This design comes from an exercise in tuning for small area on the open sky130 flow, not from production work. In this exercise RTL edits were held to simulation tests only and were not proved equivalent to the original. The flow treats the clock pin as an ideal source. Dropping or thinning the clock tree relies on that and would not hold on a real chip. No activity file was given, so power comes from the tool's default toggle rates.

// alu_unit
module alu_unit (
	input  logic                           clk,
	input  logic                           rst,
	input  logic [alu_pkg::word_width-1:0] bus_in,
	input  logic                           y_load,
	input  alu_pkg::alu_op_t               op,
	input  logic                           op_valid,
	output logic [alu_pkg::word_width-1:0] z_hi,
	output logic [alu_pkg::word_width-1:0] z_lo,
	output logic                           done,
	output logic                           busy
);
	logic [31:0] y;
	logic        y_zero;
	logic [31:0] m;
	logic [3:0]  opr;
	logic        run;
	logic [6:0]  cnt;
	logic [34:0] r;
	logic [7:0]  a0;
	logic [7:0]  a1;
	logic [7:0]  a2;
	logic [7:0]  a3;
	logic        c0;
	logic        c1;
	logic        c2;
	logic        rm1;
	logic        accept;
	logic        term;
	logic        tail;
	logic        rclass;
	logic        is_mul;
	logic        ser;
	logic        first;
	logic [3:0]  mk;
	logic [3:0]  bx;
	logic [3:0]  by;
	logic [3:0]  p;
	logic [3:0]  n;
	logic        big;
	logic [6:0]  cnt0;
	logic [31:0] a_in;
	logic [8:0]  s0;
	logic [8:0]  s1;
	logic [8:0]  s2;
	logic [5:0]  s3;
	logic        co0;
	logic        co1;
	logic        co2;
	logic        sa;
	logic        sadd;
	logic        sbit;
  ...
Settings: LEC_CHECK=0, CAP_MARGIN=20, CORE_MARGIN=2, CORE_UTILIZATION=40, CTS_BUF_LIST=sky130_fd_sc_hd__clkbuf_8, CTS_CLUSTER_SIZE=30, SLEW_MARGIN=20; clock period 6.0 ns.
standard.sh (not shown) runs the stock make flow with config.mk's settings and CLKGATE_MAP_FILE= SYNTH_SCRIPT=/design/flow/synth_recipe.tcl, a recipe that flattens the netlist after the stock synthesis.
==> flow/flow/run.sh <==
#!/bin/bash
# The standard layout (standard.sh), with these changes:
#  - synthesis is standard.sh's own (synth_recipe.tcl and ORFS's synth.tcl,
#    unchanged) except for the ABC script, which maps the logic between the
#    registers (the registers are the standard synthesis's). Each
#    flow/abc_*.script (area-oriented mappings) is tried in a copy of ORFS's
#    scripts folder, and the one giving the smallest synthesized cell area
#    is used; every try's make output, yosys log and statistics are kept in
#    synth_tries/<name>/ and the areas in synth_tries/areas.txt;
#  - the port buffers that ORFS inserts before global placement use the
#    smallest buffer cell (every input and output port still gets one);
#  - the clock tree is built by flow/pre_cts.tcl (a root buffer and ten leaf
#    buffers over k-means groups of flip-flops) instead of TritonCTS.
# The final synthesis and layout make runs log to synth_flow.log and
# standard_flow.log; ORFS keeps each step's log under orfs/logs/.
set -euo pipefail
here=$(pwd)
base="$here/orfs"
rep="$base/reports/$FLOW_PLATFORM/alu_unit/base"
logs="$base/logs/$FLOW_PLATFORM/alu_unit/base"
tries="$here/synth_tries"
rm -rf "$tries"
mkdir -p "$tries"
best=""
bestarea=""
for sc in "$here"/flow/abc_*.script; do
  name=$(basename "$sc" .script)
  mkdir -p "$tries/$name"
  cp -r "$FLOW_HOME/scripts" "$tries/$name/scripts"
  cp "$sc" "$tries/$name/scripts/abc_speed.script"
  bash standard.sh "SCRIPTS_DIR=$tries/$name/scripts" synth > "$tries/$name/make.log" 2>&1
  cp "$rep/synth_stat.txt" "$tries/$name/synth_stat.txt"
  cp "$logs/1_2_yosys.log" "$tries/$name/1_2_yosys.log"
  area=$(awk '/Chip area for module/ {print $NF}' "$tries/$name/synth_stat.txt")
  echo "$name $area" >> "$tries/areas.txt"
  if [[ -z "$best" ]] || awk -v a="$area" -v b="$bestarea" 'BEGIN { exit !(a < b) }'; then
    best=$name
    bestarea=$area
  fi
  bash standard.sh clean_synth >> "$tries/$name/make.log" 2>&1
done
echo "chosen $best $bestarea" >> "$tries/areas.txt"
bash standard.sh "SCRIPTS_DIR=$tries/$best/scripts" synth > synth_flow.log 2>&1
bash standard.sh \
  "BUFFER_PORTS_ARGS=-buffer_cell sky130_fd_sc_hd__buf_1" \
  "PRE_CTS_TCL=$here/flow/pre_cts.tcl" \
  "MANUAL_CTS_LEAVES=10" \
  finish > standard_flow.log 2>&1
==> flow/flow/abc_e.script <==
&get -n
&st
&syn2
&dch
&nf -a -R 1000
&put
topo
stime -c
==> flow/flow/abc_f.script <==
&get -n
&st
&syn3
&dch -f
&nf -a -R 1000
&put
topo
stime -c
==> flow/flow/abc_g.script <==
&get -n
&st
&syn2
&dch
&nf -a
&put
topo
stime -c
==> flow/flow/abc_h.script <==
&get -n
&st
&syn3
&dch
&nf -a -R 1000
&put
topo
stime -c
==> flow/flow/pre_cts.tcl <==
# Sourced by ORFS's cts.tcl before clock tree synthesis (PRE_CTS_TCL).
# Builds a small two-level clock tree by hand (the clock port drives one
# root buffer, which drives MANUAL_CTS_LEAVES leaf buffers, each feeding a
# group of nearby flip-flops), then turns TritonCTS's command into a no-op so
# that the rest of cts.tcl (legalisation, timing repair) runs on this tree.
source [file join [file dirname [info script]] manual_cts.tcl]
manual_cts $::env(MANUAL_CTS_LEAVES) sky130_fd_sc_hd__clkbuf_8 sky130_fd_sc_hd__clkbuf_4
proc clock_tree_synthesis {args} { puts "clock_tree_synthesis: tree already built by pre_cts.tcl" }
Other scripts of this flow, unchanged in this note and not shown: flow/flow/abc_a.script, flow/flow/abc_b.script, flow/flow/abc_c.script, flow/flow/abc_d.script, flow/flow/manual_cts.tcl
The first run finished with timing, DRC and antenna clean.
==> next run, changes <==
--- a/flow/flow/run.sh
+++ b/flow/flow/run.sh
@@ -11,3 +11,3 @@
 #    smallest buffer cell (every input and output port still gets one);
-#  - the clock tree is built by flow/pre_cts.tcl (a root buffer and ten leaf
+#  - the clock tree is built by flow/pre_cts.tcl (a root buffer and nine leaf
 #    buffers over k-means groups of flip-flops) instead of TritonCTS.
@@ -46,3 +46,3 @@
   "PRE_CTS_TCL=$here/flow/pre_cts.tcl" \
-  "MANUAL_CTS_LEAVES=10" \
+  "MANUAL_CTS_LEAVES=9" \
   finish > standard_flow.log 2>&1
- CORE_UTILIZATION: 40 -> 60
Result:
- final area goes down by 1.2%
- flip-flop and latch count stays the same
- wire length falls by about 7%
- global-route usage grows by 6.7 points
- critical path depth does not change
- cell count came out lower by 6.8%
- clock power goes down by 6.7%
- worst hold slack stays flat
- via count falls by about 0.3%
- total power falls by 1.3%
- maximum frequency increases by 1.6%
==> next run, changes <==
--- a/flow/flow/run.sh
+++ b/flow/flow/run.sh
@@ -11,3 +11,3 @@
 #    smallest buffer cell (every input and output port still gets one);
-#  - the clock tree is built by flow/pre_cts.tcl (a root buffer and nine leaf
+#  - the clock tree is built by flow/pre_cts.tcl (a root buffer and ten leaf
 #    buffers over k-means groups of flip-flops) instead of TritonCTS.
@@ -46,3 +46,3 @@
   "PRE_CTS_TCL=$here/flow/pre_cts.tcl" \
-  "MANUAL_CTS_LEAVES=9" \
+  "MANUAL_CTS_LEAVES=10" \
   finish > standard_flow.log 2>&1
- CORE_UTILIZATION: 60 -> 40
removed: flow/flow/abc_e.script
removed: flow/flow/abc_f.script
removed: flow/flow/abc_g.script
removed: flow/flow/abc_h.script
Result:
- design area increases by about 1.8%
- routed wire length increases by 12%
- global-route usage decreases by 6.0 points
- utilization decreases by 22 points
- via count increases by 4.0%
- power decreases by 4.8%
- setup slack improves by 0.0073 ns
In every run of this note, the design's own scripts or RTL, not TritonCTS, make the clock network.

-- afterwards: timing with drivers on the ports --
In the flow no input, the clock included, has a driving cell. The finished layouts below were timed again as built, in two steps. Step 1 (the two cells are an assumption about what drives the block):
set clk [get_ports {clk}]
set_driving_cell -lib_cell sky130_fd_sc_hd__clkbuf_16 $clk
set_driving_cell -lib_cell sky130_fd_sc_hd__buf_2 [delete_from_list [all_inputs] $clk]
Step 2, shift: input delay + t, output delay - t, t = (earliest + latest rising clock arrival at the registers) / 2. This alone moves slack from input paths to output paths. a / b / c = ideal ports / drivers / drivers and shift; a / b = the first two.
run	shift t [ns]	setup WS [ns]	worst hold slack (ns)	worst register clock-pin slew, ns	pins driven straight from the clock port
the first run	0.569	0.549 / 0.549 / 0.549	0.445 / 0.445 / 0.445	0.11 / 0.11	1
the second run	0.542	0.632 / 0.632 / 0.632	0.443 / 0.443 / 0.443	0.10 / 0.10	1
the third run	0.584	0.639 / 0.639 / 0.639	0.441 / 0.441 / 0.441	0.10 / 0.10	1
After both steps setup and hold are still met in every run listed.
